From an optimization exercise on the open Yosys and OpenROAD flow, aimed at small area; shortcuts taken in it are not production practice. In this exercise RTL edits were held to simulation tests only and were not proved equivalent to the original.

<file path="constraint.sdc">
create_clock -name core_clock -period 10.0 [get_ports {clk}]
set_input_delay 2.0000 -clock core_clock [delete_from_list [all_inputs] [get_ports {clk}]]
set_output_delay 2.0000 -clock core_clock [all_outputs]
set_load 0.01 [all_outputs]
</file>
<file path="config.mk">
export PLATFORM = sky130hd
export DESIGN_NAME = cim_node
export DESIGN_NICKNAME = cim_node
export VERILOG_FILES = /design/flow/design.v
export SDC_FILE = /design/flow/constraint.sdc
export NUM_CORES = 4
export LEC_CHECK = 0
export ABC_AREA = 1
export CAP_MARGIN = 0
export CORE_MARGIN = 2
export CORE_UTILIZATION = 40
export PLACE_DENSITY = 0.6
export SLEW_MARGIN = 0
export SYNTH_HIERARCHICAL = 1
</file>
<file path="design.v">
`timescale 1ns/1ps
`default_nettype none
module mac_engine (
    input  wire [15:0] x,
    input  wire [15:0] k,
    input  wire [15:0] acc,
    output wire [15:0] y
);
    wire one1;
    wire two2;
    wire neg3;
    wire one4;
    wire two5;
    wire neg6;
    wire one7;
    wire two8;
    wire neg9;
    wire one10;
    wire two11;
    wire neg12;
    wire one13;
    wire two14;
    wire neg15;
    wire one16;
    wire two17;
    wire neg18;
    wire one19;
    wire two20;
    wire neg21;
    wire one22;
    wire two23;
    wire neg24;
    wire pp25;
    wire pp26;
    wire pp27;
    wire pp28;
    wire pp29;
    wire pp30;
    wire pp31;
    wire pp32;
    wire pp33;
    wire pp34;
    wire pp35;
    wire pp36;
    wire pp37;
    wire pp38;
    wire pp39;
    wire pp40;
    wire pp41;
    wire pp42;
    wire pp43;
    wire pp44;
    wire pp45;
    wire pp46;
    wire pp47;
    wire pp48;
    wire pp49;
    wire pp50;
    wire pp51;
    wire pp52;
    wire pp53;
    wire pp54;
    wire pp55;
    wire pp56;
    wire pp57;
    wire pp58;
    wire pp59;
    wire pp60;
    wire pp61;
    wire pp62;
    wire pp63;
    wire pp64;
    wire pp65;
    wire pp66;
    wire pp67;
    wire pp68;
    wire pp69;
    wire pp70;
    wire pp71;
    wire pp72;
    wire pp73;
    wire pp74;
    wire pp75;
    wire pp76;
    wire pp77;
    wire pp78;
    wire pp79;
    wire pp80;
    wire pp81;
    wire pp82;
    wire pp83;
    wire pp84;
    wire pp85;
    wire pp86;
    wire pp87;
    wire pp88;
    wire pp89;
    wire pp90;
    wire pp91;
    wire pp92;
    wire pp93;
    wire pp94;
    wire pp95;
    wire pp96;
    wire pp97;
    wire pp98;
    wire pp99;
    wire pp100;
    wire pp101;
    wire pp102;
    wire pp103;
    wire pp104;
    wire pp105;
    wire pp106;
    wire pp107;
    wire pp108;
    wire pp109;
    wire pp110;
    wire pp111;
    wire pp112;
    wire pp113;
    wire pp114;
    wire pp115;
    wire pp116;
    wire pp117;
    wire pp118;
    wire pp119;
    wire pp120;
    wire pp121;
    wire pp122;
    wire pp123;
    wire pp124;
    wire pp125;
    wire pp126;
    wire pp127;
    wire pp128;
    wire pp129;
    wire pp130;
    wire pp131;
    wire pp132;
    wire pp133;
    wire pp134;
    wire pp135;
    wire pp136;
    wire pp137;
    wire pp138;
    wire pp139;
    wire pp140;
    wire pp141;
    wire pp142;
    wire pp143;
    wire pp144;
    wire pp145;
    wire pp146;
    wire pp147;
    wire pp148;
    wire pp149;
    wire pp150;
    wire pp151;
    wire s152;
    wire c153;
    wire s154;
    wire c155;
    wire s156;
    wire c157;
    wire s158;
    wire c159;
    wire s160;
    wire c161;
    wire s162;
    wire c163;
    wire s164;
    wire c165;
    wire s166;
    wire c167;
    wire s168;
    wire c169;
    wire s170;
    wire c171;
    wire s172;
    wire c173;
    wire s174;
    wire c175;
    wire s176;
    wire c177;
    wire s178;
    wire c179;
    wire s180;
    wire c181;
    wire s182;
    wire c183;
    wire s184;
    wire c185;
    wire s186;
    wire c187;
    wire s188;
    wire c189;
    wire s190;
    wire c191;
    wire s192;
    wire c193;
    wire s194;
    wire c195;
    wire s196;
    wire c197;
    wire s198;
    wire c199;
    wire s200;
    wire c201;
    wire s202;
    wire c203;
    wire s204;
    wire c205;
    wire s206;
    wire c207;
    wire s208;
    wire c209;
    wire s210;
    wire c211;
    wire s212;
    wire c213;
    wire s214;
    wire c215;
    wire s216;
    wire c217;
    wire s218;
    wire c219;
    wire s220;
    wire c221;
    wire s222;
    wire c223;
    wire s224;
    wire c225;
    wire s226;
    wire c227;
    wire s228;
    wire c229;
    wire s230;
    wire c231;
    wire s232;
    wire c233;
    wire s234;
    wire c235;
    wire s236;
    wire c237;
    wire s238;
    wire c239;
    wire s240;
    wire c241;
    wire s242;
    wire c243;
    wire s244;
    wire c245;
    wire s246;
    wire c247;
    wire s248;
    wire c249;
    wire s250;
    wire c251;
    wire s252;
    wire c253;
    wire s254;
    wire c255;
    wire s256;
    wire c257;
    wire s258;
    wire c259;
    wire s260;
    wire c261;
    wire s262;
    wire c263;
    wire s264;
    wire c265;
    wire s266;
    wire c267;
    wire s268;
    wire c269;
    wire s270;
    wire c271;
    wire s272;
    wire c273;
    wire s274;
    wire c275;
    wire s276;
    wire c277;
    wire s278;
    wire c279;
    wire s280;
    wire c281;
    wire s282;
    wire c283;
    wire s284;
    wire c285;
    wire s286;
    wire c287;
    wire s288;
    wire c289;
    wire s290;
    wire c291;
    wire s292;
    wire c293;
    wire s294;
    wire c295;
    wire s296;
    wire c297;
    wire s298;
    wire c299;
    wire s300;
    wire c301;
    wire s302;
    wire c303;
    wire s304;
    wire c305;
    wire s306;
    wire c307;
    wire s308;
    wire c309;
    wire s310;
    wire c311;
    wire s312;
    wire c313;
    wire s314;
    wire c315;
    wire s316;
    wire c317;
    wire s318;
    wire c319;
    wire s320;
    wire c321;
    wire s322;
    wire c323;
    wire s324;
    wire c325;
    wire s326;
    wire c327;
    wire s328;
    wire c329;
    wire s330;
    wire c331;
    wire s332;
    wire c333;
    wire s334;
    wire c335;
    wire s336;
    wire c337;
    wire s338;
    wire c339;
    wire s340;
    wire c341;
    wire s342;
    wire c343;
    wire s344;
    wire c345;
    wire s346;
    wire c347;
    wire s348;
    wire c349;
    wire s350;
    wire c351;
    wire s352;
    wire c353;
    wire s354;
    wire c355;
    wire s356;
    wire c357;
    wire s358;
    wire c359;
    wire s360;
    wire c361;
    wire s362;
    wire c363;
    wire s364;
    wire c365;
    wire s366;
    wire c367;
    wire s368;
    wire c369;
    wire s370;
    wire c371;
    wire s372;
    wire c373;
    wire s374;
    wire c375;
    wire s376;
    wire c377;
    wire s378;
    wire c379;
    wire s380;
    wire c381;
    wire s382;
    wire c383;
    wire [25:0] ra, rb;
    assign one1 = k[0] ^ 1'b0;
    assign two2 = (k[1] & ~k[0] & ~1'b0) | (~k[1] & k[0] & 1'b0);
    assign neg3 = k[1];
    assign one4 = k[2] ^ k[1];
    assign two5 = (k[3] & ~k[2] & ~k[1]) | (~k[3] & k[2] & k[1]);
    assign neg6 = k[3];
    assign one7 = k[4] ^ k[3];
    assign two8 = (k[5] & ~k[4] & ~k[3]) | (~k[5] & k[4] & k[3]);
    assign neg9 = k[5];
    assign one10 = k[6] ^ k[5];
    assign two11 = (k[7] & ~k[6] & ~k[5]) | (~k[7] & k[6] & k[5]);
    assign neg12 = k[7];
    assign one13 = k[8] ^ k[7];
    assign two14 = (k[9] & ~k[8] & ~k[7]) | (~k[9] & k[8] & k[7]);
    assign neg15 = k[9];
    assign one16 = k[10] ^ k[9];
    assign two17 = (k[11] & ~k[10] & ~k[9]) | (~k[11] & k[10] & k[9]);
    assign neg18 = k[11];
    assign one19 = k[12] ^ k[11];
    assign two20 = (k[13] & ~k[12] & ~k[11]) | (~k[13] & k[12] & k[11]);
    assign neg21 = k[13];
    assign one22 = k[14] ^ k[13];
    assign two23 = (k[15] & ~k[14] & ~k[13]) | (~k[15] & k[14] & k[13]);
    assign neg24 = k[15];
    assign pp25 = ((one1 & x[0]) | (two2 & 1'b0)) ^ neg3;
    assign pp26 = ((one1 & x[1]) | (two2 & x[0])) ^ neg3;
    assign pp27 = ((one1 & x[2]) | (two2 & x[1])) ^ neg3;
    assign pp28 = ((one1 & x[3]) | (two2 & x[2])) ^ neg3;
    assign pp29 = ((one1 & x[4]) | (two2 & x[3])) ^ neg3;
    assign pp30 = ((one1 & x[5]) | (two2 & x[4])) ^ neg3;
    assign pp31 = ((one1 & x[6]) | (two2 & x[5])) ^ neg3;
    assign pp32 = ((one1 & x[7]) | (two2 & x[6])) ^ neg3;
    assign pp33 = ((one1 & x[8]) | (two2 & x[7])) ^ neg3;
    assign pp34 = ((one1 & x[9]) | (two2 & x[8])) ^ neg3;
    assign pp35 = ((one1 & x[10]) | (two2 & x[9])) ^ neg3;
    assign pp36 = ((one1 & x[11]) | (two2 & x[10])) ^ neg3;
    assign pp37 = ((one1 & x[12]) | (two2 & x[11])) ^ neg3;
    assign pp38 = ((one1 & x[13]) | (two2 & x[12])) ^ neg3;
    assign pp39 = ((one1 & x[14]) | (two2 & x[13])) ^ neg3;
    assign pp40 = ((one1 & x[15]) | (two2 & x[14])) ^ neg3;
    assign pp41 = ~(((one1 & x[15]) | (two2 & x[15])) ^ neg3);
    assign pp42 = ((one4 & x[0]) | (two5 & 1'b0)) ^ neg6;
    assign pp43 = ((one4 & x[1]) | (two5 & x[0])) ^ neg6;
    assign pp44 = ((one4 & x[2]) | (two5 & x[1])) ^ neg6;
    assign pp45 = ((one4 & x[3]) | (two5 & x[2])) ^ neg6;
    assign pp46 = ((one4 & x[4]) | (two5 & x[3])) ^ neg6;
    assign pp47 = ((one4 & x[5]) | (two5 & x[4])) ^ neg6;
    assign pp48 = ((one4 & x[6]) | (two5 & x[5])) ^ neg6;
    assign pp49 = ((one4 & x[7]) | (two5 & x[6])) ^ neg6;
    assign pp50 = ((one4 & x[8]) | (two5 & x[7])) ^ neg6;
    assign pp51 = ((one4 & x[9]) | (two5 & x[8])) ^ neg6;
    assign pp52 = ((one4 & x[10]) | (two5 & x[9])) ^ neg6;
    assign pp53 = ((one4 & x[11]) | (two5 & x[10])) ^ neg6;
    assign pp54 = ((one4 & x[12]) | (two5 & x[11])) ^ neg6;
    assign pp55 = ((one4 & x[13]) | (two5 & x[12])) ^ neg6;
    assign pp56 = ((one4 & x[14]) | (two5 & x[13])) ^ neg6;
    assign pp57 = ((one4 & x[15]) | (two5 & x[14])) ^ neg6;
    assign pp58 = ~(((one4 & x[15]) | (two5 & x[15])) ^ neg6);
    assign pp59 = ((one7 & x[0]) | (two8 & 1'b0)) ^ neg9;
    assign pp60 = ((one7 & x[1]) | (two8 & x[0])) ^ neg9;
    assign pp61 = ((one7 & x[2]) | (two8 & x[1])) ^ neg9;
    assign pp62 = ((one7 & x[3]) | (two8 & x[2])) ^ neg9;
    assign pp63 = ((one7 & x[4]) | (two8 & x[3])) ^ neg9;
    assign pp64 = ((one7 & x[5]) | (two8 & x[4])) ^ neg9;
    assign pp65 = ((one7 & x[6]) | (two8 & x[5])) ^ neg9;
    assign pp66 = ((one7 & x[7]) | (two8 & x[6])) ^ neg9;
    assign pp67 = ((one7 & x[8]) | (two8 & x[7])) ^ neg9;
    assign pp68 = ((one7 & x[9]) | (two8 & x[8])) ^ neg9;
    assign pp69 = ((one7 & x[10]) | (two8 & x[9])) ^ neg9;
    assign pp70 = ((one7 & x[11]) | (two8 & x[10])) ^ neg9;
    assign pp71 = ((one7 & x[12]) | (two8 & x[11])) ^ neg9;
    assign pp72 = ((one7 & x[13]) | (two8 & x[12])) ^ neg9;
    assign pp73 = ((one7 & x[14]) | (two8 & x[13])) ^ neg9;
    assign pp74 = ((one7 & x[15]) | (two8 & x[14])) ^ neg9;
    assign pp75 = ~(((one7 & x[15]) | (two8 & x[15])) ^ neg9);
    assign pp76 = ((one10 & x[0]) | (two11 & 1'b0)) ^ neg12;
    assign pp77 = ((one10 & x[1]) | (two11 & x[0])) ^ neg12;
    assign pp78 = ((one10 & x[2]) | (two11 & x[1])) ^ neg12;
    assign pp79 = ((one10 & x[3]) | (two11 & x[2])) ^ neg12;
    assign pp80 = ((one10 & x[4]) | (two11 & x[3])) ^ neg12;
    assign pp81 = ((one10 & x[5]) | (two11 & x[4])) ^ neg12;
    assign pp82 = ((one10 & x[6]) | (two11 & x[5])) ^ neg12;
    assign pp83 = ((one10 & x[7]) | (two11 & x[6])) ^ neg12;
    assign pp84 = ((one10 & x[8]) | (two11 & x[7])) ^ neg12;
    assign pp85 = ((one10 & x[9]) | (two11 & x[8])) ^ neg12;
    assign pp86 = ((one10 & x[10]) | (two11 & x[9])) ^ neg12;
    assign pp87 = ((one10 & x[11]) | (two11 & x[10])) ^ neg12;
    assign pp88 = ((one10 & x[12]) | (two11 & x[11])) ^ neg12;
    assign pp89 = ((one10 & x[13]) | (two11 & x[12])) ^ neg12;
    assign pp90 = ((one10 & x[14]) | (two11 & x[13])) ^ neg12;
    assign pp91 = ((one10 & x[15]) | (two11 & x[14])) ^ neg12;
    assign pp92 = ~(((one10 & x[15]) | (two11 & x[15])) ^ neg12);
    assign pp93 = ((one13 & x[0]) | (two14 & 1'b0)) ^ neg15;
    assign pp94 = ((one13 & x[1]) | (two14 & x[0])) ^ neg15;
    assign pp95 = ((one13 & x[2]) | (two14 & x[1])) ^ neg15;
    assign pp96 = ((one13 & x[3]) | (two14 & x[2])) ^ neg15;
    assign pp97 = ((one13 & x[4]) | (two14 & x[3])) ^ neg15;
    assign pp98 = ((one13 & x[5]) | (two14 & x[4])) ^ neg15;
    assign pp99 = ((one13 & x[6]) | (two14 & x[5])) ^ neg15;
    assign pp100 = ((one13 & x[7]) | (two14 & x[6])) ^ neg15;
    assign pp101 = ((one13 & x[8]) | (two14 & x[7])) ^ neg15;
    assign pp102 = ((one13 & x[9]) | (two14 & x[8])) ^ neg15;
    assign pp103 = ((one13 & x[10]) | (two14 & x[9])) ^ neg15;
    assign pp104 = ((one13 & x[11]) | (two14 & x[10])) ^ neg15;
    assign pp105 = ((one13 & x[12]) | (two14 & x[11])) ^ neg15;
    assign pp106 = ((one13 & x[13]) | (two14 & x[12])) ^ neg15;
    assign pp107 = ((one13 & x[14]) | (two14 & x[13])) ^ neg15;
    assign pp108 = ((one13 & x[15]) | (two14 & x[14])) ^ neg15;
    assign pp109 = ~(((one13 & x[15]) | (two14 & x[15])) ^ neg15);
    assign pp110 = ((one16 & x[0]) | (two17 & 1'b0)) ^ neg18;
    assign pp111 = ((one16 & x[1]) | (two17 & x[0])) ^ neg18;
    assign pp112 = ((one16 & x[2]) | (two17 & x[1])) ^ neg18;
    assign pp113 = ((one16 & x[3]) | (two17 & x[2])) ^ neg18;
    assign pp114 = ((one16 & x[4]) | (two17 & x[3])) ^ neg18;
    assign pp115 = ((one16 & x[5]) | (two17 & x[4])) ^ neg18;
    assign pp116 = ((one16 & x[6]) | (two17 & x[5])) ^ neg18;
    assign pp117 = ((one16 & x[7]) | (two17 & x[6])) ^ neg18;
    assign pp118 = ((one16 & x[8]) | (two17 & x[7])) ^ neg18;
    assign pp119 = ((one16 & x[9]) | (two17 & x[8])) ^ neg18;
    assign pp120 = ((one16 & x[10]) | (two17 & x[9])) ^ neg18;
    assign pp121 = ((one16 & x[11]) | (two17 & x[10])) ^ neg18;
    assign pp122 = ((one16 & x[12]) | (two17 & x[11])) ^ neg18;
    assign pp123 = ((one16 & x[13]) | (two17 & x[12])) ^ neg18;
    assign pp124 = ((one16 & x[14]) | (two17 & x[13])) ^ neg18;
    assign pp125 = ((one16 & x[15]) | (two17 & x[14])) ^ neg18;
    assign pp126 = ((one19 & x[0]) | (two20 & 1'b0)) ^ neg21;
    assign pp127 = ((one19 & x[1]) | (two20 & x[0])) ^ neg21;
    assign pp128 = ((one19 & x[2]) | (two20 & x[1])) ^ neg21;
    assign pp129 = ((one19 & x[3]) | (two20 & x[2])) ^ neg21;
    assign pp130 = ((one19 & x[4]) | (two20 & x[3])) ^ neg21;
    assign pp131 = ((one19 & x[5]) | (two20 & x[4])) ^ neg21;
    assign pp132 = ((one19 & x[6]) | (two20 & x[5])) ^ neg21;
    assign pp133 = ((one19 & x[7]) | (two20 & x[6])) ^ neg21;
    assign pp134 = ((one19 & x[8]) | (two20 & x[7])) ^ neg21;
    assign pp135 = ((one19 & x[9]) | (two20 & x[8])) ^ neg21;
    assign pp136 = ((one19 & x[10]) | (two20 & x[9])) ^ neg21;
    assign pp137 = ((one19 & x[11]) | (two20 & x[10])) ^ neg21;
    assign pp138 = ((one19 & x[12]) | (two20 & x[11])) ^ neg21;
    assign pp139 = ((one19 & x[13]) | (two20 & x[12])) ^ neg21;
    assign pp140 = ((one22 & x[0]) | (two23 & 1'b0)) ^ neg24;
    assign pp141 = ((one22 & x[1]) | (two23 & x[0])) ^ neg24;
    assign pp142 = ((one22 & x[2]) | (two23 & x[1])) ^ neg24;
    assign pp143 = ((one22 & x[3]) | (two23 & x[2])) ^ neg24;
    assign pp144 = ((one22 & x[4]) | (two23 & x[3])) ^ neg24;
    assign pp145 = ((one22 & x[5]) | (two23 & x[4])) ^ neg24;
    assign pp146 = ((one22 & x[6]) | (two23 & x[5])) ^ neg24;
    assign pp147 = ((one22 & x[7]) | (two23 & x[6])) ^ neg24;
    assign pp148 = ((one22 & x[8]) | (two23 & x[7])) ^ neg24;
    assign pp149 = ((one22 & x[9]) | (two23 & x[8])) ^ neg24;
    assign pp150 = ((one22 & x[10]) | (two23 & x[9])) ^ neg24;
    assign pp151 = ((one22 & x[11]) | (two23 & x[10])) ^ neg24;
    assign s152 = pp39 ^ pp54 ^ pp69;
    assign c153 = (pp39 & pp54) | (pp69 & (pp39 ^ pp54));
    assign s154 = pp40 ^ pp55 ^ pp70;
    assign c155 = (pp40 & pp55) | (pp70 & (pp40 ^ pp55));
    assign s156 = pp41 ^ pp56 ^ pp71;
    assign c157 = (pp41 & pp56) | (pp71 & (pp41 ^ pp56));
    assign s158 = pp57 ^ pp72 ^ pp87;
    assign c159 = (pp57 & pp72) | (pp87 & (pp57 ^ pp72));
    assign s160 = pp35 ^ pp50 ^ pp65;
    assign c161 = (pp35 & pp50) | (pp65 & (pp35 ^ pp50));
    assign s162 = pp36 ^ pp51 ^ pp66;
    assign c163 = (pp36 & pp51) | (pp66 & (pp36 ^ pp51));
    assign s164 = pp37 ^ pp52 ^ pp67;
    assign c165 = (pp37 & pp52) | (pp67 & (pp37 ^ pp52));
    assign s166 = pp82 ^ pp97 ^ pp112;
    assign c167 = (pp82 & pp97) | (pp112 & (pp82 ^ pp97));
    assign s168 = pp38 ^ pp53 ^ pp68;
    assign c169 = (pp38 & pp53) | (pp68 & (pp38 ^ pp53));
    assign s170 = pp83 ^ pp98 ^ pp113;
    assign c171 = (pp83 & pp98) | (pp113 & (pp83 ^ pp98));
    assign s172 = s152 ^ pp84 ^ pp99;
    assign c173 = (s152 & pp84) | (pp99 & (s152 ^ pp84));
    assign s174 = pp114 ^ pp128 ^ pp140;
    assign c175 = (pp114 & pp128) | (pp140 & (pp114 ^ pp128));
    assign s176 = s154 ^ pp85 ^ pp100;
    assign c177 = (s154 & pp85) | (pp100 & (s154 ^ pp85));
    assign s178 = pp115 ^ pp129 ^ pp141;
    assign c179 = (pp115 & pp129) | (pp141 & (pp115 ^ pp129));
    assign s180 = s156 ^ pp86 ^ pp101;
    assign c181 = (s156 & pp86) | (pp101 & (s156 ^ pp86));
    assign s182 = pp116 ^ pp130 ^ pp142;
    assign c183 = (pp116 & pp130) | (pp142 & (pp116 ^ pp130));
    assign s184 = 1'b1 ^ acc[6] ^ c155;
    assign c185 = (1'b1 & acc[6]) | (c155 & (1'b1 ^ acc[6]));
    assign s186 = s158 ^ pp102 ^ pp117;
    assign c187 = (s158 & pp102) | (pp117 & (s158 ^ pp102));
    assign s188 = pp131 ^ pp143 ^ 1'b1;
    assign c189 = (pp131 & pp143) | (1'b1 & (pp131 ^ pp143));
    assign s190 = acc[7] ^ c157;
    assign c191 = acc[7] & c157;
    assign s192 = pp58 ^ pp73 ^ pp88;
    assign c193 = (pp58 & pp73) | (pp88 & (pp58 ^ pp73));
    assign s194 = pp103 ^ pp118 ^ pp132;
    assign c195 = (pp103 & pp118) | (pp132 & (pp103 ^ pp118));
    assign s196 = pp144 ^ acc[8] ^ c159;
    assign c197 = (pp144 & acc[8]) | (c159 & (pp144 ^ acc[8]));
    assign s198 = pp74 ^ pp89 ^ pp104;
    assign c199 = (pp74 & pp89) | (pp104 & (pp74 ^ pp89));
    assign s200 = pp119 ^ pp133 ^ pp145;
    assign c201 = (pp119 & pp133) | (pp145 & (pp119 ^ pp133));
    assign s202 = 1'b1 ^ acc[9];
    assign c203 = 1'b1 & acc[9];
    assign s204 = pp75 ^ pp90 ^ pp105;
    assign c205 = (pp75 & pp90) | (pp105 & (pp75 ^ pp90));
    assign s206 = pp120 ^ pp134 ^ pp146;
    assign c207 = (pp120 & pp134) | (pp146 & (pp120 ^ pp134));
    assign s208 = pp91 ^ pp106 ^ pp121;
    assign c209 = (pp91 & pp106) | (pp121 & (pp91 ^ pp106));
    assign s210 = pp135 ^ pp147 ^ 1'b1;
    assign c211 = (pp135 & pp147) | (1'b1 & (pp135 ^ pp147));
    assign s212 = pp92 ^ pp107 ^ pp122;
    assign c213 = (pp92 & pp107) | (pp122 & (pp92 ^ pp107));
    assign s214 = pp108 ^ pp123 ^ pp137;
    assign c215 = (pp108 & pp123) | (pp137 & (pp108 ^ pp123));
    assign s216 = pp31 ^ pp46 ^ pp61;
    assign c217 = (pp31 & pp46) | (pp61 & (pp31 ^ pp46));
    assign s218 = pp32 ^ pp47 ^ pp62;
    assign c219 = (pp32 & pp47) | (pp62 & (pp32 ^ pp47));
    assign s220 = pp33 ^ pp48 ^ pp63;
    assign c221 = (pp33 & pp48) | (pp63 & (pp33 ^ pp48));
    assign s222 = pp78 ^ pp93 ^ neg15;
    assign c223 = (pp78 & pp93) | (neg15 & (pp78 ^ pp93));
    assign s224 = pp34 ^ pp49 ^ pp64;
    assign c225 = (pp34 & pp49) | (pp64 & (pp34 ^ pp49));
    assign s226 = pp79 ^ pp94;
    assign c227 = pp79 & pp94;
    assign s228 = s160 ^ pp80 ^ pp95;
    assign c229 = (s160 & pp80) | (pp95 & (s160 ^ pp80));
    assign s230 = pp110 ^ neg18 ^ acc[0];
    assign c231 = (pp110 & neg18) | (acc[0] & (pp110 ^ neg18));
    assign s232 = s162 ^ pp81 ^ pp96;
    assign c233 = (s162 & pp81) | (pp96 & (s162 ^ pp81));
    assign s234 = pp111 ^ acc[1] ^ c161;
    assign c235 = (pp111 & acc[1]) | (c161 & (pp111 ^ acc[1]));
    assign s236 = s164 ^ s166 ^ pp126;
    assign c237 = (s164 & s166) | (pp126 & (s164 ^ s166));
    assign s238 = neg21 ^ acc[2] ^ c163;
    assign c239 = (neg21 & acc[2]) | (c163 & (neg21 ^ acc[2]));
    assign s240 = s168 ^ s170 ^ pp127;
    assign c241 = (s168 & s170) | (pp127 & (s168 ^ s170));
    assign s242 = acc[3] ^ c165 ^ c167;
    assign c243 = (acc[3] & c165) | (c167 & (acc[3] ^ c165));
    assign s244 = s172 ^ s174 ^ neg24;
    assign c245 = (s172 & s174) | (neg24 & (s172 ^ s174));
    assign s246 = acc[4] ^ c169 ^ c171;
    assign c247 = (acc[4] & c169) | (c171 & (acc[4] ^ c169));
    assign s248 = s176 ^ s178 ^ acc[5];
    assign c249 = (s176 & s178) | (acc[5] & (s176 ^ s178));
    assign s250 = c153 ^ c173 ^ c175;
    assign c251 = (c153 & c173) | (c175 & (c153 ^ c173));
    assign s252 = s180 ^ s182 ^ s184;
    assign c253 = (s180 & s182) | (s184 & (s180 ^ s182));
    assign s254 = c177 ^ c179;
    assign c255 = c177 & c179;
    assign s256 = s186 ^ s188 ^ s190;
    assign c257 = (s186 & s188) | (s190 & (s186 ^ s188));
    assign s258 = c181 ^ c183 ^ c185;
    assign c259 = (c181 & c183) | (c185 & (c181 ^ c183));
    assign s260 = s192 ^ s194 ^ s196;
    assign c261 = (s192 & s194) | (s196 & (s192 ^ s194));
    assign s262 = c187 ^ c189 ^ c191;
    assign c263 = (c187 & c189) | (c191 & (c187 ^ c189));
    assign s264 = s198 ^ s200 ^ s202;
    assign c265 = (s198 & s200) | (s202 & (s198 ^ s200));
    assign s266 = c193 ^ c195 ^ c197;
    assign c267 = (c193 & c195) | (c197 & (c193 ^ c195));
    assign s268 = s204 ^ s206 ^ acc[10];
    assign c269 = (s204 & s206) | (acc[10] & (s204 ^ s206));
    assign s270 = c199 ^ c201 ^ c203;
    assign c271 = (c199 & c201) | (c203 & (c199 ^ c201));
    assign s272 = s208 ^ s210 ^ acc[11];
    assign c273 = (s208 & s210) | (acc[11] & (s208 ^ s210));
    assign s274 = c205 ^ c207;
    assign c275 = c205 & c207;
    assign s276 = s212 ^ pp136 ^ pp148;
    assign c277 = (s212 & pp136) | (pp148 & (s212 ^ pp136));
    assign s278 = acc[12] ^ c209 ^ c211;
    assign c279 = (acc[12] & c209) | (c211 & (acc[12] ^ c209));
    assign s280 = s214 ^ pp149 ^ 1'b1;
    assign c281 = (s214 & pp149) | (1'b1 & (s214 ^ pp149));
    assign s282 = acc[13] ^ c213;
    assign c283 = acc[13] & c213;
    assign s284 = pp109 ^ pp124 ^ pp138;
    assign c285 = (pp109 & pp124) | (pp138 & (pp109 ^ pp124));
    assign s286 = pp150 ^ acc[14] ^ c215;
    assign c287 = (pp150 & acc[14]) | (c215 & (pp150 ^ acc[14]));
    assign s288 = pp125 ^ pp139 ^ pp151;
    assign c289 = (pp125 & pp139) | (pp151 & (pp125 ^ pp139));
    assign s290 = 1'b1 ^ acc[15];
    assign c291 = 1'b1 & acc[15];
    assign s292 = pp29 ^ pp44 ^ pp59;
    assign c293 = (pp29 & pp44) | (pp59 & (pp29 ^ pp44));
    assign s294 = pp30 ^ pp45 ^ pp60;
    assign c295 = (pp30 & pp45) | (pp60 & (pp30 ^ pp45));
    assign s296 = s216 ^ pp76 ^ neg12;
    assign c297 = (s216 & pp76) | (neg12 & (s216 ^ pp76));
    assign s298 = s218 ^ pp77 ^ c217;
    assign c299 = (s218 & pp77) | (c217 & (s218 ^ pp77));
    assign s300 = s220 ^ s222 ^ c219;
    assign c301 = (s220 & s222) | (c219 & (s220 ^ s222));
    assign s302 = s224 ^ s226 ^ c221;
    assign c303 = (s224 & s226) | (c221 & (s224 ^ s226));
    assign s304 = s228 ^ s230 ^ c225;
    assign c305 = (s228 & s230) | (c225 & (s228 ^ s230));
    assign s306 = s232 ^ s234 ^ c229;
    assign c307 = (s232 & s234) | (c229 & (s232 ^ s234));
    assign s308 = s236 ^ s238 ^ c233;
    assign c309 = (s236 & s238) | (c233 & (s236 ^ s238));
    assign s310 = s240 ^ s242 ^ c237;
    assign c311 = (s240 & s242) | (c237 & (s240 ^ s242));
    assign s312 = s244 ^ s246 ^ c241;
    assign c313 = (s244 & s246) | (c241 & (s244 ^ s246));
    assign s314 = s248 ^ s250 ^ c245;
    assign c315 = (s248 & s250) | (c245 & (s248 ^ s250));
    assign s316 = s252 ^ s254 ^ c249;
    assign c317 = (s252 & s254) | (c249 & (s252 ^ s254));
    assign s318 = s256 ^ s258 ^ c253;
    assign c319 = (s256 & s258) | (c253 & (s256 ^ s258));
    assign s320 = s260 ^ s262 ^ c257;
    assign c321 = (s260 & s262) | (c257 & (s260 ^ s262));
    assign s322 = s264 ^ s266 ^ c261;
    assign c323 = (s264 & s266) | (c261 & (s264 ^ s266));
    assign s324 = s268 ^ s270 ^ c265;
    assign c325 = (s268 & s270) | (c265 & (s268 ^ s270));
    assign s326 = s272 ^ s274 ^ c269;
    assign c327 = (s272 & s274) | (c269 & (s272 ^ s274));
    assign s328 = s276 ^ s278 ^ c273;
    assign c329 = (s276 & s278) | (c273 & (s276 ^ s278));
    assign s330 = s280 ^ s282 ^ c277;
    assign c331 = (s280 & s282) | (c277 & (s280 ^ s282));
    assign s332 = s284 ^ s286 ^ c281;
    assign c333 = (s284 & s286) | (c281 & (s284 ^ s286));
    assign s334 = s288 ^ s290 ^ c285;
    assign c335 = (s288 & s290) | (c285 & (s288 ^ s290));
    assign s336 = pp27 ^ pp42 ^ neg6;
    assign c337 = (pp27 & pp42) | (neg6 & (pp27 ^ pp42));
    assign s338 = pp28 ^ pp43;
    assign c339 = pp28 & pp43;
    assign s340 = s292 ^ neg9;
    assign c341 = s292 & neg9;
    assign s342 = s294 ^ c293;
    assign c343 = s294 & c293;
    assign s344 = s296 ^ c295;
    assign c345 = s296 & c295;
    assign s346 = s298 ^ c297;
    assign c347 = s298 & c297;
    assign s348 = s300 ^ c299;
    assign c349 = s300 & c299;
    assign s350 = s302 ^ c223 ^ c301;
    assign c351 = (s302 & c223) | (c301 & (s302 ^ c223));
    assign s352 = s304 ^ c227 ^ c303;
    assign c353 = (s304 & c227) | (c303 & (s304 ^ c227));
    assign s354 = s306 ^ c231 ^ c305;
    assign c355 = (s306 & c231) | (c305 & (s306 ^ c231));
    assign s356 = s308 ^ c235 ^ c307;
    assign c357 = (s308 & c235) | (c307 & (s308 ^ c235));
    assign s358 = s310 ^ c239 ^ c309;
    assign c359 = (s310 & c239) | (c309 & (s310 ^ c239));
    assign s360 = s312 ^ c243 ^ c311;
    assign c361 = (s312 & c243) | (c311 & (s312 ^ c243));
    assign s362 = s314 ^ c247 ^ c313;
    assign c363 = (s314 & c247) | (c313 & (s314 ^ c247));
    assign s364 = s316 ^ c251 ^ c315;
    assign c365 = (s316 & c251) | (c315 & (s316 ^ c251));
    assign s366 = s318 ^ c255 ^ c317;
    assign c367 = (s318 & c255) | (c317 & (s318 ^ c255));
    assign s368 = s320 ^ c259 ^ c319;
    assign c369 = (s320 & c259) | (c319 & (s320 ^ c259));
    assign s370 = s322 ^ c263 ^ c321;
    assign c371 = (s322 & c263) | (c321 & (s322 ^ c263));
    assign s372 = s324 ^ c267 ^ c323;
    assign c373 = (s324 & c267) | (c323 & (s324 ^ c267));
    assign s374 = s326 ^ c271 ^ c325;
    assign c375 = (s326 & c271) | (c325 & (s326 ^ c271));
    assign s376 = s328 ^ c275 ^ c327;
    assign c377 = (s328 & c275) | (c327 & (s328 ^ c275));
    assign s378 = s330 ^ c279 ^ c329;
    assign c379 = (s330 & c279) | (c329 & (s330 ^ c279));
    assign s380 = s332 ^ c283 ^ c331;
    assign c381 = (s332 & c283) | (c331 & (s332 ^ c283));
    assign s382 = s334 ^ c287 ^ c333;
    assign c383 = (s334 & c287) | (c333 & (s334 ^ c287));
    assign ra = {s382, s380, s378, s376, s374, s372, s370, s368, s366, s364, s362, s360, s358, s356, s354, s352, s350, s348, s346, s344, s342, s340, s338, s336, pp26, pp25};
    assign rb = {c381, c379, c377, c375, c373, c371, c369, c367, c365, c363, c361, c359, c357, c355, c353, c351, c349, c347, c345, c343, c341, c339, c337, 1'b0, 1'b0, neg3};
    wire g384;
    wire p385;
    wire g386;
    wire p387;
    wire g388;
    wire p389;
    wire g390;
    wire p391;
    wire g392;
    wire p393;
    wire g394;
    wire p395;
    wire g396;
    wire p397;
    wire g398;
    wire p399;
    wire g400;
    wire p401;
    wire g402;
    wire p403;
    wire G404;
    wire P405;
    wire G406;
    wire P407;
    wire G408;
    wire P409;
    wire G410;
    wire P411;
    wire G412;
    wire P413;
    wire G414;
    wire P415;
    wire G416;
    wire P417;
    wire G418;
    wire P419;
    wire G420;
    wire P421;
    wire g422;
    wire p423;
    wire g424;
    wire p425;
    wire g426;
    wire p427;
    wire g428;
    wire p429;
    wire g430;
    wire p431;
    wire g432;
    wire p433;
    wire g434;
    wire p435;
    wire g436;
    wire p437;
    wire g438;
    wire p439;
    wire g440;
    wire p441;
    wire g442;
    wire p443;
    wire g444;
    wire p445;
    wire g446;
    wire p447;
    wire g448;
    wire p449;
    wire g450;
    wire p451;
    wire g452;
    wire p453;
    wire G454;
    wire P455;
    wire G456;
    wire P457;
    wire G458;
    wire P459;
    wire G460;
    wire P461;
    wire G462;
    wire P463;
    wire G464;
    wire P465;
    wire G466;
    wire P467;
    wire G468;
    wire P469;
    wire G470;
    wire P471;
    wire G472;
    wire P473;
    wire G474;
    wire P475;
    wire G476;
    wire P477;
    wire G478;
    wire P479;
    wire G480;
    wire P481;
    wire G482;
    wire P483;
    wire G484;
    wire P485;
    wire G486;
    wire P487;
    wire G488;
    wire P489;
    wire G490;
    wire P491;
    wire G492;
    wire P493;
    wire G494;
    wire P495;
    wire G496;
    wire P497;
    wire G498;
    wire P499;
    wire G500;
    wire P501;
    wire G502;
    wire P503;
    wire G504;
    wire P505;
    wire G506;
    wire P507;
    assign g384 = ra[0] & rb[0];
    assign p385 = ra[0] | rb[0];
    assign g386 = ra[1] & rb[1];
    assign p387 = ra[1] | rb[1];
    assign g388 = ra[2] & rb[2];
    assign p389 = ra[2] | rb[2];
    assign g390 = ra[3] & rb[3];
    assign p391 = ra[3] | rb[3];
    assign g392 = ra[4] & rb[4];
    assign p393 = ra[4] | rb[4];
    assign g394 = ra[5] & rb[5];
    assign p395 = ra[5] | rb[5];
    assign g396 = ra[6] & rb[6];
    assign p397 = ra[6] | rb[6];
    assign g398 = ra[7] & rb[7];
    assign p399 = ra[7] | rb[7];
    assign g400 = ra[8] & rb[8];
    assign p401 = ra[8] | rb[8];
    assign g402 = ra[9] & rb[9];
    assign p403 = ra[9] | rb[9];
    assign G404 = g386 | (p387 & g384);
    assign P405 = p387 & p385;
    assign G406 = g392 | (p393 & g390);
    assign P407 = p393 & p391;
    assign G408 = G406 | (P407 & g388);
    assign P409 = P407 & p389;
    assign G410 = G408 | (P409 & G404);
    assign P411 = P409 & P405;
    assign G412 = g396 | (p397 & g394);
    assign P413 = p397 & p395;
    assign G414 = g402 | (p403 & g400);
    assign P415 = p403 & p401;
    assign G416 = G414 | (P415 & g398);
    assign P417 = P415 & p399;
    assign G418 = G416 | (P417 & G412);
    assign P419 = P417 & P413;
    assign G420 = G418 | (P419 & G410);
    assign P421 = P419 & P411;
    assign g422 = ra[10] & rb[10];
    assign p423 = ra[10] ^ rb[10];
    assign g424 = ra[11] & rb[11];
    assign p425 = ra[11] ^ rb[11];
    assign g426 = ra[12] & rb[12];
    assign p427 = ra[12] ^ rb[12];
    assign g428 = ra[13] & rb[13];
    assign p429 = ra[13] ^ rb[13];
    assign g430 = ra[14] & rb[14];
    assign p431 = ra[14] ^ rb[14];
    assign g432 = ra[15] & rb[15];
    assign p433 = ra[15] ^ rb[15];
    assign g434 = ra[16] & rb[16];
    assign p435 = ra[16] ^ rb[16];
    assign g436 = ra[17] & rb[17];
    assign p437 = ra[17] ^ rb[17];
    assign g438 = ra[18] & rb[18];
    assign p439 = ra[18] ^ rb[18];
    assign g440 = ra[19] & rb[19];
    assign p441 = ra[19] ^ rb[19];
    assign g442 = ra[20] & rb[20];
    assign p443 = ra[20] ^ rb[20];
    assign g444 = ra[21] & rb[21];
    assign p445 = ra[21] ^ rb[21];
    assign g446 = ra[22] & rb[22];
    assign p447 = ra[22] ^ rb[22];
    assign g448 = ra[23] & rb[23];
    assign p449 = ra[23] ^ rb[23];
    assign g450 = ra[24] & rb[24];
    assign p451 = ra[24] ^ rb[24];
    assign g452 = ra[25] & rb[25];
    assign p453 = ra[25] ^ rb[25];
    assign G454 = g422 | (p423 & G420);
    assign P455 = p423 & 1'b0;
    assign G456 = g426 | (p427 & g424);
    assign P457 = p427 & p425;
    assign G458 = g430 | (p431 & g428);
    assign P459 = p431 & p429;
    assign G460 = g434 | (p435 & g432);
    assign P461 = p435 & p433;
    assign G462 = g438 | (p439 & g436);
    assign P463 = p439 & p437;
    assign G464 = g442 | (p443 & g440);
    assign P465 = p443 & p441;
    assign G466 = g446 | (p447 & g444);
    assign P467 = p447 & p445;
    assign G468 = g450 | (p451 & g448);
    assign P469 = p451 & p449;
    assign G470 = G456 | (P457 & G454);
    assign P471 = P457 & P455;
    assign G472 = G460 | (P461 & G458);
    assign P473 = P461 & P459;
    assign G474 = G464 | (P465 & G462);
    assign P475 = P465 & P463;
    assign G476 = G468 | (P469 & G466);
    assign P477 = P469 & P467;
    assign G478 = G472 | (P473 & G470);
    assign P479 = P473 & P471;
    assign G480 = G476 | (P477 & G474);
    assign P481 = P477 & P475;
    assign G482 = G480 | (P481 & G478);
    assign P483 = P481 & P479;
    assign G484 = G474 | (P475 & G478);
    assign P485 = P475 & P479;
    assign G486 = G458 | (P459 & G470);
    assign P487 = P459 & P471;
    assign G488 = G462 | (P463 & G478);
    assign P489 = P463 & P479;
    assign G490 = G466 | (P467 & G484);
    assign P491 = P467 & P485;
    assign G492 = g424 | (p425 & G454);
    assign P493 = p425 & P455;
    assign G494 = g428 | (p429 & G470);
    assign P495 = p429 & P471;
    assign G496 = g432 | (p433 & G486);
    assign P497 = p433 & P487;
    assign G498 = g436 | (p437 & G478);
    assign P499 = p437 & P479;
    assign G500 = g440 | (p441 & G488);
    assign P501 = p441 & P489;
    assign G502 = g444 | (p445 & G484);
    assign P503 = p445 & P485;
    assign G504 = g448 | (p449 & G490);
    assign P505 = p449 & P491;
    assign G506 = g452 | (p453 & G482);
    assign P507 = p453 & P483;
    assign y = {(p453 ^ G482), (p451 ^ G504), (p449 ^ G490), (p447 ^ G502), (p445 ^ G484), (p443 ^ G500), (p441 ^ G488), (p439 ^ G498), (p437 ^ G478), (p435 ^ G496), (p433 ^ G486), (p431 ^ G494), (p429 ^ G470), (p427 ^ G492), (p425 ^ G454), (p423 ^ G420)};
endmodule
`default_nettype wire
`timescale 1ns/1ps
`default_nettype none
module cim_node #(
    parameter logic [1:0] NODE_ID = 2'd0
) (
    input  logic clk,
    input  logic rst_n,
    input  logic [3:0] bus_op,
    input  logic [47:0] bus_data,
    input  logic [1:0] bus_target_or_sender,
    output logic [3:0] bus_out_op,
    output logic [47:0] bus_out_data,
    output logic [1:0] bus_out_target_or_sender,
    output logic bus_drive,
    output logic is_ready
);
    logic to_me;
    logic op_load_start;
    logic op_load;
    logic op_send;
    logic op_par_start;
    logic op_par;
    assign to_me = (bus_target_or_sender == NODE_ID);
    assign op_load_start = (bus_op == 4'd1);
    assign op_load = (bus_op == 4'd2);
    assign op_send = (bus_op == 4'd3) & to_me;
    assign op_par_start = (bus_op == 4'd5);
    assign op_par = (bus_op == 4'd6) & to_me;
    assign bus_out_target_or_sender = NODE_ID;
    logic [5:0] par_ptr;
    logic [2:0] par_lane;
    logic [15:0] lane_data;
    logic [15:0] kern [8];
    logic [15:0] bias;
    assign lane_data = (bus_data[15:0] & {16{par_lane[0]}})
                     | (bus_data[31:16] & {16{par_lane[1]}})
                     | (bus_data[47:32] & {16{par_lane[2]}});
    always_ff @(posedge clk) begin
        if (op_par_start) begin
            par_ptr <= bus_data[5:0];
            par_lane <= 3'b001;
        end else if (op_par) begin
            par_ptr <= par_ptr + 6'd1;
            par_lane <= {par_lane[1:0], par_lane[2]};
        end
    end
    always_ff @(posedge clk) begin
        for (int j = 0; j < 8; j++) begin
            if (op_par && par_ptr == 6'(j)) kern[j] <= lane_data;
        end
        if (op_par && par_ptr == 6'd8) bias <= lane_data;
    end
    logic [4:0] wcnt;
    logic [7:0] ksel;
    logic [15:0] k_cur;
    logic [15:0] acc;
    logic [15:0] acc_base;
    logic [15:0] acc_next;
    logic [15:0] x_in;
    always_ff @(posedge clk) begin
        if (op_load_start) begin
            wcnt <= '0;
        end else if (op_load) begin
            wcnt <= wcnt + 5'd1;
        end
    end
    always_comb begin
        for (int j = 0; j < 8; j++) ksel[j] = (wcnt[2:0] == 3'(j));
        k_cur = '0;
        for (int j = 0; j < 8; j++) k_cur = k_cur | (kern[j] & {16{ksel[j]}});
    end
    assign acc_base = (op_load & ksel[0]) ? bias : acc;
    assign x_in = bus_data[15:0] & {16{op_load}};
    mac_engine u_mac (
        .x(x_in),
        .k(k_cur),
        .acc(acc_base),
        .y(acc_next)
    );
    always_ff @(posedge clk) begin
        acc <= acc_next;
    end
    logic [1:0] phase;
    logic [15:0] ring [4];
    logic ins_pend;
    logic ins;
    logic ready;
    assign ins = ins_pend & (phase == wcnt[4:3]);
    always_ff @(posedge clk) begin
        ring[0] <= ring[1];
        ring[1] <= ring[2];
        ring[2] <= ring[3];
        ring[3] <= ins ? acc : ring[0];
    end
    always_ff @(posedge clk) begin
        if (!rst_n) begin
            phase <= 2'd0;
            ins_pend <= 1'b0;
            ready <= 1'b0;
        end else begin
            phase <= phase + 2'd1;
            if (op_load && wcnt[2:0] == 3'd7) begin
                ins_pend <= 1'b1;
            end else if (ins) begin
                ins_pend <= 1'b0;
            end
            if (op_load_start) begin
                ready <= 1'b0;
            end else if (ins && wcnt[4:3] == 2'd0) begin
                ready <= 1'b1;
            end
        end
    end
    assign is_ready = ready;
    logic send_pend;
    logic [1:0] send_phase;
    logic lane1_on;
    logic lane0_on;
    logic send_fire;
    assign send_fire = send_pend & (phase == send_phase);
    always_ff @(posedge clk) begin
        if (op_send) begin
            send_phase <= bus_data[1:0] + bus_data[17:16] + 2'd1;
            lane1_on <= bus_data[17];
            lane0_on <= bus_data[17] & bus_data[16];
        end
    end
    always_ff @(posedge clk) begin
        if (!rst_n) begin
            send_pend <= 1'b0;
            bus_drive <= 1'b0;
        end else begin
            bus_drive <= send_fire;
            if (op_send) begin
                send_pend <= 1'b1;
            end else if (send_fire) begin
                send_pend <= 1'b0;
            end
        end
    end
    assign bus_out_op = {1'b0, bus_drive, 2'b00};
    assign bus_out_data = {ring[2], ring[1] & {16{lane1_on}}, ring[0] & {16{lane0_on}}};
endmodule
`default_nettype wire
</file>
<file path="standard.sh">
#!/bin/bash
# synth_recipe.tcl (not shown) runs the flow's synth.tcl, then flattens the netlist and writes it again
# the make line also repeats each setting of config.mk as NAME=value (left out here)
make -C /OpenROAD-flow-scripts/flow DESIGN_CONFIG=/design/flow/config.mk WORK_HOME=/design/flow/orfs CLKGATE_MAP_FILE= SYNTH_SCRIPT=/design/flow/synth_recipe.tcl "${@:-finish}"
</file>
<file path="flow/run.sh">
#!/bin/bash
# Own flow: the standard layout (standard.sh and its synthesis script),
# with these changes to how the layout is made:
#  - ABC maps for area only (map -a, four rounds) without its buffering and upsizing;
#  - Yosys's quick ABC pass before adder extraction is skipped for the
#    arithmetic module mac_engine only (it has no registers; the top module,
#    which holds every register, is synthesized exactly as before);
#    flip-flops are mapped before the final ABC runs, so the registers are unchanged;
#  - every port gets a buf_1 as its port buffer;
#  - the clock tree uses clkbuf_8 on clusters of up to 16 sinks, with no dummy loads.
set -euo pipefail
here=$(pwd)
cp -r "$FLOW_HOME/scripts" "$here/scripts_abc"
printf 'strash\ndch -f\nmap -a\nstrash\ndch -f\nmap -a\nstrash\ndch -f\nmap -a\nstrash\ndch -f\nmap -a\ntopo\ndnsize -c\n' > "$here/scripts_abc/abc_area.script"
python3 - "$here/scripts_abc/synth.tcl" <<'PY'
import sys
p = sys.argv[1]
s = open(p).read()
old = "  synth -top $::env(DESIGN_NAME) -run fine: {*}$synth_full_args\n"
new = ("  synth -top $::env(DESIGN_NAME) -run fine:check -noabc {*}$synth_full_args\n"
       "  abc -fast $::env(DESIGN_NAME)\n"
       "  opt -fast\n"
       "  synth -top $::env(DESIGN_NAME) -run check: {*}$synth_full_args\n")
assert s.count(old) == 1
open(p, "w").write(s.replace(old, new))
PY
CTS="-sink_clustering_enable -repair_clock_nets -dont_use_dummy_load"
CTS="$CTS -buf_list sky130_fd_sc_hd__clkbuf_8"
CTS="$CTS -sink_clustering_size 16 -sink_clustering_max_diameter 80"
bash standard.sh \
  "SCRIPTS_DIR=$here/scripts_abc" \
  "BUFFER_PORTS_ARGS=-buffer_cell sky130_fd_sc_hd__buf_1" \
  "CTS_ARGS=$CTS" \
  finish > "$here/flow_make.log" 2>&1
test -f out/final.def
</file>
==> results of run 1 <==
## cell families (layout without fill, tap and decap cells)
group	after synthesis	count (layout)	share of synthesized area [%]
adder cells (fa/ha/maj)	146	146	18.8
AND/OR/NAND/NOR	257	257	7.55
other	1	5	0.0271
XOR/XNOR	126	126	7.96
buffers and inverters	154	310	4.33
multiplexers	17	17	1.38
AO/OA/AOI/OAI	281	281	13.0
flip-flops	248	248	46.9
## worst max-delay path, delay by kind of cell
kind / cells / cell delay [ns]
buffers and inverters: 6 / 1.41
xor gates and xnor gates: 2 / 0.36
adders and majority gates: 7 / 3.16
and+or+nand+nor: 8 / 1.11
AOI/OAI and AO/OA: 5 / 0.89
## per-stage QoR
stage                     std cells  util, %  hold WS, ns  instance area, um^2
after detailed placement       1825     44.0        0.312                15100
after floorplan                1234        -        0.310                13900
after CTS                      1845     44.8        0.311                15400
after global routing           1845     44.8        0.311                15400
after global placement         1825     44.0        0.310                15100
final                          1845     44.8        0.311                15400
## cell type report
| cell class | count | area, um^2 |
|---|---|---|
| inverter | 148 | 556 |
| tap | 455 | 569 |
| sequential | 248 | 6510 |
| clock buffer | 20 | 275 |
| fill | 3214 | 18900 |
| timing repair buffer | 142 | 668 |
| multi-input combinational | 832 | 6780 |
## how the worst min path moves through the flow
stage	slack, ns	cells after the start	endpoint	startpoint
3_3_place_gp	0.31	0	ring[2][14]	ring[3][14]
4_1_cts	0.31	0	ring[2][11]	ring[3][11]
6_report	0.31	0	ring[0][13]	ring[1][13]
2_1_floorplan	0.31	0	ring[2][0]	ring[3][0]
5_1_grt	0.31	0	ring[2][11]	ring[3][11]
3_5_place_dp	0.31	0	ring[2][0]	ring[3][0]
## flip-flops by register name (all words and copies together), names as in the netlist, 2 cells and up
name        count
kern          128
ring           64
acc            16
bias           16
par_ptr         6
wcnt            5
par_lane        3
phase           2
send_phase      2
## placed cells by master (no fill, tap or decap), types with 2 or more instances in the layout
master | synthesis | layout
clkbuf_8 | 0 | 20
buf_1 | 0 | 106
o21ai_0 | 44 | 44
edfxtp_1 | 154 | 154
a22oi_1 | 64 | 64
a21oi_1 | 31 | 31
fa_1 | 104 | 104
nor2_1 | 106 | 104
xnor2_1 | 6 | 6
xor2_1 | 120 | 120
o22ai_1 | 114 | 114
a32oi_1 | 12 | 12
dfxtp_1 | 94 | 94
conb_1 | 1 | 5
ha_1 | 42 | 42
a31oi_1 | 3 | 3
nor2_2 | 0 | 2
buf_4 | 6 | 36
nand3_1 | 14 | 14
nor3_1 | 11 | 9
nand2_1 | 106 | 106
a22o_1 | 2 | 2
nor3_2 | 0 | 2
nand4_1 | 17 | 17
o21bai_1 | 2 | 2
mux2_2 | 17 | 17
or2_2 | 2 | 2
clkinv_1 | 148 | 148
a211oi_1 | 2 | 2
## modules after synthesis (local to each module, per instance)
module | times used | cells inside
cim_node | 1 | 669
mac_engine | 1 | 561
## layer usage
metal | up-vias | share of wire [%] | track usage (%)
li1 | 4656 | - | -
met1 | 4899 | 46 | 29.0
met2 | 388 | 46 | 32.9
met3 | 37 | 7.0 | 2.99
met4 | 2 | 1.5 | 4.11
met5 | - | 0.047 | 0
==> summary.md, run 1 <==
| Metric | Value |
|---|---|
| IO Pins | about 110 |
| # hold bufs at CTS | 0 |
| Vias per cell | 5.41 |
| R2R cell count | 32 |
| Layout cells sized above 1 | 5.68% |
| Drt pass-1 iters | 5 |
| Crit-path most repeated cell | fa_1 |
| Outcome | complete, no violations |
| Post-cts resize count | 0 |
| Top cell type's share of synthesized area | between 30% and 40% |
| Sequential area share after synthesis | 46.9% |
| Chip width | 190 um |
| Antenna violations before repair | 1 |
| Final #Nets | 1594 |
| Minimum clock period | 8.58 ns |
| Via count | roughly 10000 |
| R2R Path End | acc[14] |
| EDFF count, synth | about 150 |
| Post-synth ARST share | 0% |
| Fin crit share | a little under nine tenths |
| Slew Limit Fails | 0 |
| DR DRC count | 0 |
| Most common cell in the synthesized netlist | edfxtp_1 |
| Die area | 0.0362 mm^2 |
| Slowest CP cell | fa_1 |
| CTS root buf | clkbuf_8 |
| Iteration-0 DRC Markers | 812 |
| Postcts setup bufs | 0 |
| Clock Latency Late Sink | 0.57 ns |
| Primary FF master, synth | edfxtp_1 |
| Worst reg2reg setup slack | 1.87 ns |
| Synthesis Warnings | 9 |
| # rows | 68 |
| Starting Density | 40.4% |
| Max H-tree Level | 1 |
| Worst r2r src | wcnt[1] |
| CP required | 10.37 ns |
| Clock Path Buffers | 3 |
| Num CTS Buffers | 20 |
| Library cells used by synthesis | 33 |
| First-pass GRT wire length | 56.7 mm |
| Worst hold path class | flop to flop |
| Critical path type | input port to flop |
| Max-cap violations | 0 |
| Drt wl/cell | 19.5 um |
| Final ANT Viol Nets | 0 |
| Unrepaired setup endpoints after global routing | no |
| Final Hold Viols | 0 |
| Maximum operating frequency | 0.117 GHz |
| CP Max Fanout | 20 |
| Syn avg cell area | between 10 and 15 um^2 |
| Worst stage delay on the critical path | between 0.5 and 0.6 ns |
| Final setup TNS | 0 ns |
| Grt ovf | 0 |
| Syn Inst Count | 1230 |
| Mapped Area | 0.0139 mm^2 |
| Inserted Diodes | 0 |
| Number of global-route vias before repair | 9893 |
| Largest net degree at the start of global routing | 34 |
| Final wirelength | 36.0 mm |
| Main area contributors after synthesis | edfxtp_1, fa_1, dfxtp_1, xor2_1, o22ai_1 |
| CTS tree | built |
| Slew @ Worst Pin | about 1.1 ns |
| Clk_skew | 0.0973 ns |
| Area Growth Syn to Fin | 10.8% |
| CP Capture Type | flop |
| Setup violations, final | 0 |
| Routability congestion estimate | 0.878 |
| Num Clock Sinks | 248 |
| IO buf count | 106 |
| Die height | 190 um |
| Detailed placer's ending HPWL | around 27 mm |
| Cell accounting for the most synthesized area | edfxtp_1 |
| Core Footprint | between 0.03 and 0.04 mm^2 |
| Worst EP arrival | 8.95 ns |
| Yosys reg bits | between 200 and 250 |
| Post-place setup slack | 0.986 ns |
| Clk slew on worst S/H paths | around 0.090 ns |
| CP Launch Type | input port |
| Total GRT Usage | 20.3% |
| Synth top cells by count | edfxtp_1, clkinv_1, xor2_1 |
| Setup ws final | 1.42 ns |
| Worst slew margin | 27.7% |
| Setup crit end | acc[14] |
| Setup crit start | bus_op[2] |
==> run 2: changes to the inputs <==
--- a/design.v
+++ b/design.v
@@ -1,11 +1,21 @@
 `timescale 1ns/1ps
 `default_nettype none
 module mac_engine (
-    input  wire [15:0] x,
-    input  wire [15:0] k,
-    input  wire [15:0] acc,
+    input  wire [15:0] x_raw,
+    input  wire v,
+    input  wire [127:0] kern,
+    input  wire [2:0] widx,
+    input  wire [15:0] bias,
+    input  wire [15:0] acc_q,
     output wire [15:0] y
 );
+    wire [15:0] x = x_raw & {16{v}};
+    wire [7:0] ksel = 8'b1 << widx;
+    wire [15:0] k = (kern[15:0] & {16{ksel[0]}}) | (kern[31:16] & {16{ksel[1]}})
+                  | (kern[47:32] & {16{ksel[2]}}) | (kern[63:48] & {16{ksel[3]}})
+                  | (kern[79:64] & {16{ksel[4]}}) | (kern[95:80] & {16{ksel[5]}})
+                  | (kern[111:96] & {16{ksel[6]}}) | (kern[127:112] & {16{ksel[7]}});
+    wire [15:0] acc = (v & ksel[0]) ? bias : acc_q;
     wire one1;
     wire two2;
     wire neg3;
@@ -1079,12 +1089,8 @@
         if (op_par && par_ptr == 6'd8) bias <= lane_data;
     end
     logic [4:0] wcnt;
-    logic [7:0] ksel;
-    logic [15:0] k_cur;
     logic [15:0] acc;
-    logic [15:0] acc_base;
     logic [15:0] acc_next;
-    logic [15:0] x_in;
     always_ff @(posedge clk) begin
         if (op_load_start) begin
             wcnt <= '0;
@@ -1092,17 +1098,13 @@
             wcnt <= wcnt + 5'd1;
         end
     end
-    always_comb begin
-        for (int j = 0; j < 8; j++) ksel[j] = (wcnt[2:0] == 3'(j));
-        k_cur = '0;
-        for (int j = 0; j < 8; j++) k_cur = k_cur | (kern[j] & {16{ksel[j]}});
-    end
-    assign acc_base = (op_load & ksel[0]) ? bias : acc;
-    assign x_in = bus_data[15:0] & {16{op_load}};
     mac_engine u_mac (
-        .x(x_in),
-        .k(k_cur),
-        .acc(acc_base),
+        .x_raw(bus_data[15:0]),
+        .v(op_load),
+        .kern({kern[7], kern[6], kern[5], kern[4], kern[3], kern[2], kern[1], kern[0]}),
+        .widx(wcnt[2:0]),
+        .bias(bias),
+        .acc_q(acc),
         .y(acc_next)
     );
     always_ff @(posedge clk) begin
==> run 2 against run 1 <==
Non-clock buffer count rose by 3. Utilization rose by 0.63 points. Flip-flop and latch count did not move. Critical path depth fell by 2. Critical path type is now flop to flop. Largest cell class unchanged.
==> summary.md, run 2 <==
| Metric | Value |
|---|---|
| Area Growth Syn to Fin | 11.3% |
| Outcome | complete, no violations |
| Drt wl/cell | 19.8 um (+1.7%) |
| CP required | 10.43 ns (+0.06 ns) |
| Post-synth ARST share | 0% (unchanged) |
| Num Clock Sinks | 248 (unchanged) |
| Antenna violations before repair | 0 (-1) |
| Grt ovf | 0 (unchanged) |
| Num CTS Buffers | 20 (unchanged) |
| Die area | 0.0359 mm^2 (-0.73%) |
| Max FFs per register | 128 (unchanged) |
| Minimum clock period | 8.21 ns (-0.374 ns) |
| Max H-tree Level | 1 (unchanged) |
| Drt pass-1 iters | 6 (+1) |
| Clock Latency Late Sink | 0.55 ns (-0.02 ns) |
| CP Launch Type | flop |
| Primary FF master, synth | edfxtp_1 |
| CP Capture Type | flop |
| Largest registers | kern (128), ring (64) |
| Inserted Diodes | 0 (unchanged) |
| Main area contributors after synthesis | edfxtp_1, fa_1, dfxtp_1, xor2_1, o22ai_1 |
| Routing usage on met2 | 34.6% (+1.7 points) |
| Via count | 9769 (-2.1%) |
| IO Pins | 112 (unchanged) |
| Clk_skew | 0.0475 ns (-0.0498 ns) |
| Top cell type's share of synthesized area | 33.6% (+0.25 points) |
| Slew @ Worst Pin | 1.04 ns (-0.0462 ns) |
| Worst hold path class | flop to flop |
| Postcts setup bufs | 0 (unchanged) |
| Die height | 189 um (-0.37%) |
| Chip width | 189 um (-0.37%) |
| Detailed placer's ending HPWL | 25.6 mm (-4.5%) |
| Vias per cell | 5.38 (-0.52%) |
| Iteration-0 DRC Markers | 811 (-0.12%) |
| CP Max Fanout | 16 (-20%) |
| Final wirelength | 36.0 mm (about the same) |
| Commonest non-fill, non-tap cells in the layout | edfxtp_1, nand2_1, xor2_1 |
| Worst slew margin | 30.2% (+2.4 points) |
| Largest net degree at the start of global routing | 33 (-2.9%) |
| Layout cells sized above 1 | 6.29% (+0.61 points) |
| Clock Path Buffers | 3 (unchanged) |
| Final ANT Viol Nets | 0 (unchanged) |
| Placed cells | 1795 (-1.6%) |
| Final #Nets | 1567 (-1.7%) |
| Met1 usage | 27.2% (-1.8 points) |
| GR Layer Usage met3 | 2.19% (-0.80 points) |
| Setup violations, final | 0 (unchanged) |
| # hold bufs at CTS | 0 (unchanged) |
| Final Hold Viols | 0 (unchanged) |
| Worst EP arrival | 8.64 ns (-0.31 ns) |
| Commonest non-fill, non-tap cell in the layout | edfxtp_1 |
| Layer with the highest usage | met2 |
| Cell accounting for the most synthesized area | edfxtp_1 |
| Core Footprint | 0.0337 mm^2 (-1.7%) |
| Library cells used by synthesis | 27 (-18%) |
| Total GRT Usage | 20.0% (-0.31 points) |
| Non-filler cells, final | 1815 (-1.6%) |
| Most common cell in the synthesized netlist | edfxtp_1 |
| CTS root buf | clkbuf_8 |
| Filler Cell Count | 3137 (-2.4%) |
| Sequential area share after synthesis | 47.3% (+0.35 points) |
| Most flops, register | kern |
| # rows | 67 (-1.5%) |
| Syn avg cell area | 11.4 um^2 (+1.4%) |
| Yosys reg bits | 248 (unchanged) |
| Post-cts resize count | 0 (unchanged) |
| DR DRC count | 0 (unchanged) |
| Synthesis Warnings | 9 (unchanged) |
| Clk slew on worst S/H paths | 0.11 ns (+0.02 ns) |
| Slew Limit Fails | 0 (unchanged) |
| Routability congestion estimate | 0.895 (+1.8%) |
| Maximum operating frequency | 0.122 GHz (+4.6%) |
| First-pass GRT wire length | 55.8 mm (-1.5%) |
| Syn Inst Count | 1204 (-2.1%) |
| Fin crit share | 82.1% (-3.7 points) |
| Synth top cells by count | edfxtp_1, nand2_1, xor2_1 |
| Unrepaired setup endpoints after global routing | no |
| CTS tree | built |
| Final setup TNS | 0 ns (unchanged) |
| Multi-input gate area | 0.00685 mm^2 (+1.1%) |
| Hold slack | 0.327 ns (+0.0156 ns) |
| Register area | 0.00651 mm^2 (unchanged) |
| IO buf count | 106 (unchanged) |
| EDFF count, synth | 154 (unchanged) |
| Mapped Area | 0.0138 mm^2 (-0.75%) |
| Starting Density | 40.8% (+0.40 points) |
| Critical path type | flop to flop |
| Max-cap violations | 0 (unchanged) |
| Number of global-route vias before repair | 9693 (-2.0%) |
[run 2: cell types whose count changed after synthesis, sizes merged, moves of 12 or more]
cell | previous run | this run
nor2 | 106 | 82
nand2 | 106 | 144
clkinv | 148 | 112
a32oi | 12 | 0
xor2 | 120 | 138
[run 2: Yosys stat by module, one instance, submodules excluded]
module      flops+latches  cells  times used  cell area (um^2)
mac_engine              0    682           1              5950
cim_node              248    522           1              7800
[run 2: final cells by class]
class | instances | share of cell area [%]
multi-input combinational | 842 | 44.8
timing repair buffer | 145 | 4.51
tap | 448 | 3.66
clock buffer | 20 | 1.80
inverter | 112 | 2.75
sequential | 248 | 42.5
[run 2: worst max-delay path, cell delays in order (launching register included)]
cell and delay [ns]:
dfxtp_1 0.57, clkinv_1 0.31, nor3_4 0.83, a22oi_1 0.16
nand3_1 0.13, nor2_1 0.15, clkinv_1 0.26, nand2_1 0.11
nand2_1 0.10, clkinv_1 0.46, o22ai_1 0.35, xor2_1 0.21
fa_1 0.46, fa_1 0.54, fa_1 0.45, fa_1 0.54
fa_1 0.43, ha_1 0.35, nand3_1 0.09, nand2_1 0.11
a21oi_1 0.07, o21bai_1 0.21, nand3_1 0.16, o21ai_0 0.37
nand3_1 0.15, nand2_1 0.10, fa_1 0.40
[run 2: metal layers]
layer,part of all wire (%),up-vias
li1,-,4572
met4,1.7,0
met1,44,4805
met5,0,-
met3,5.9,48
met2,49,344
[run 2: final timing paths]
kind / to / cells after the start / slack, ns / start
min reg2reg: ring[2][9] / 0 / 0.33 / ring[3][9]
min: ring[2][9] / 0 / 0.33 / ring[3][9]
max: acc[13] / 26 / 1.79 / wcnt[2]
max reg2reg: acc[13] / 26 / 1.79 / wcnt[2]
[run 2: logic make-up (layout without fill, tap and decap cells)]
group / Yosys count / count (layout) / synth area share, %
and+or+nand+nor: 273 / 273 / 8.00
AOI/OAI and AO/OA: 262 / 262 / 12.2
DFF: 248 / 248 / 47.3
xor gates and xnor gates: 144 / 144 / 9.17
adders and majority gates: 142 / 142 / 18.6
buffers and inverters: 118 / 277 / 3.38
muxes: 16 / 16 / 1.29
other: 1 / 5 / 0.0273
[run 2: metrics by stage]
stage	cell area [um^2]	setup slack [ns]	util [%]
2_1_floorplan	13800	1.43	-
3_3_place_gp	15000	1.87	44.6
3_5_place_dp	15000	1.73	44.6
4_1_cts	15300	1.80	45.4
5_1_grt	15300	1.14	45.4
6_report	15300	1.79	45.4

## port drivers added, routing unchanged
In the flow no input, the clock included, has a driving cell. The finished layouts below were timed again as built, in two steps.
Step 1, drivers: a clkbuf_16 drives clk and a buf_2 each remaining input, both assumed.
Step 2, shift: input delay + t, output delay - t, t = (earliest + latest rising clock arrival at the registers) / 2. This alone moves slack from input paths to output paths.
Three values: ideal ports, drivers, drivers and shift; two values: the first two.
run	t, ns	setup WS [ns]	latest minus earliest clock arrival (ns)	worst slew at a driven data input, ns
run 1	0.568	1.420 / 1.443 / 0.875	0.098 / 0.097	0.04
run 2	0.578	1.794 / 1.794 / 1.793	0.056 / 0.056	0.04
After both steps setup and hold are still met in every run listed. The setup slack of run 1, which loses most, moves by +0.023 ns with the drivers and by -0.545 ns with both steps.
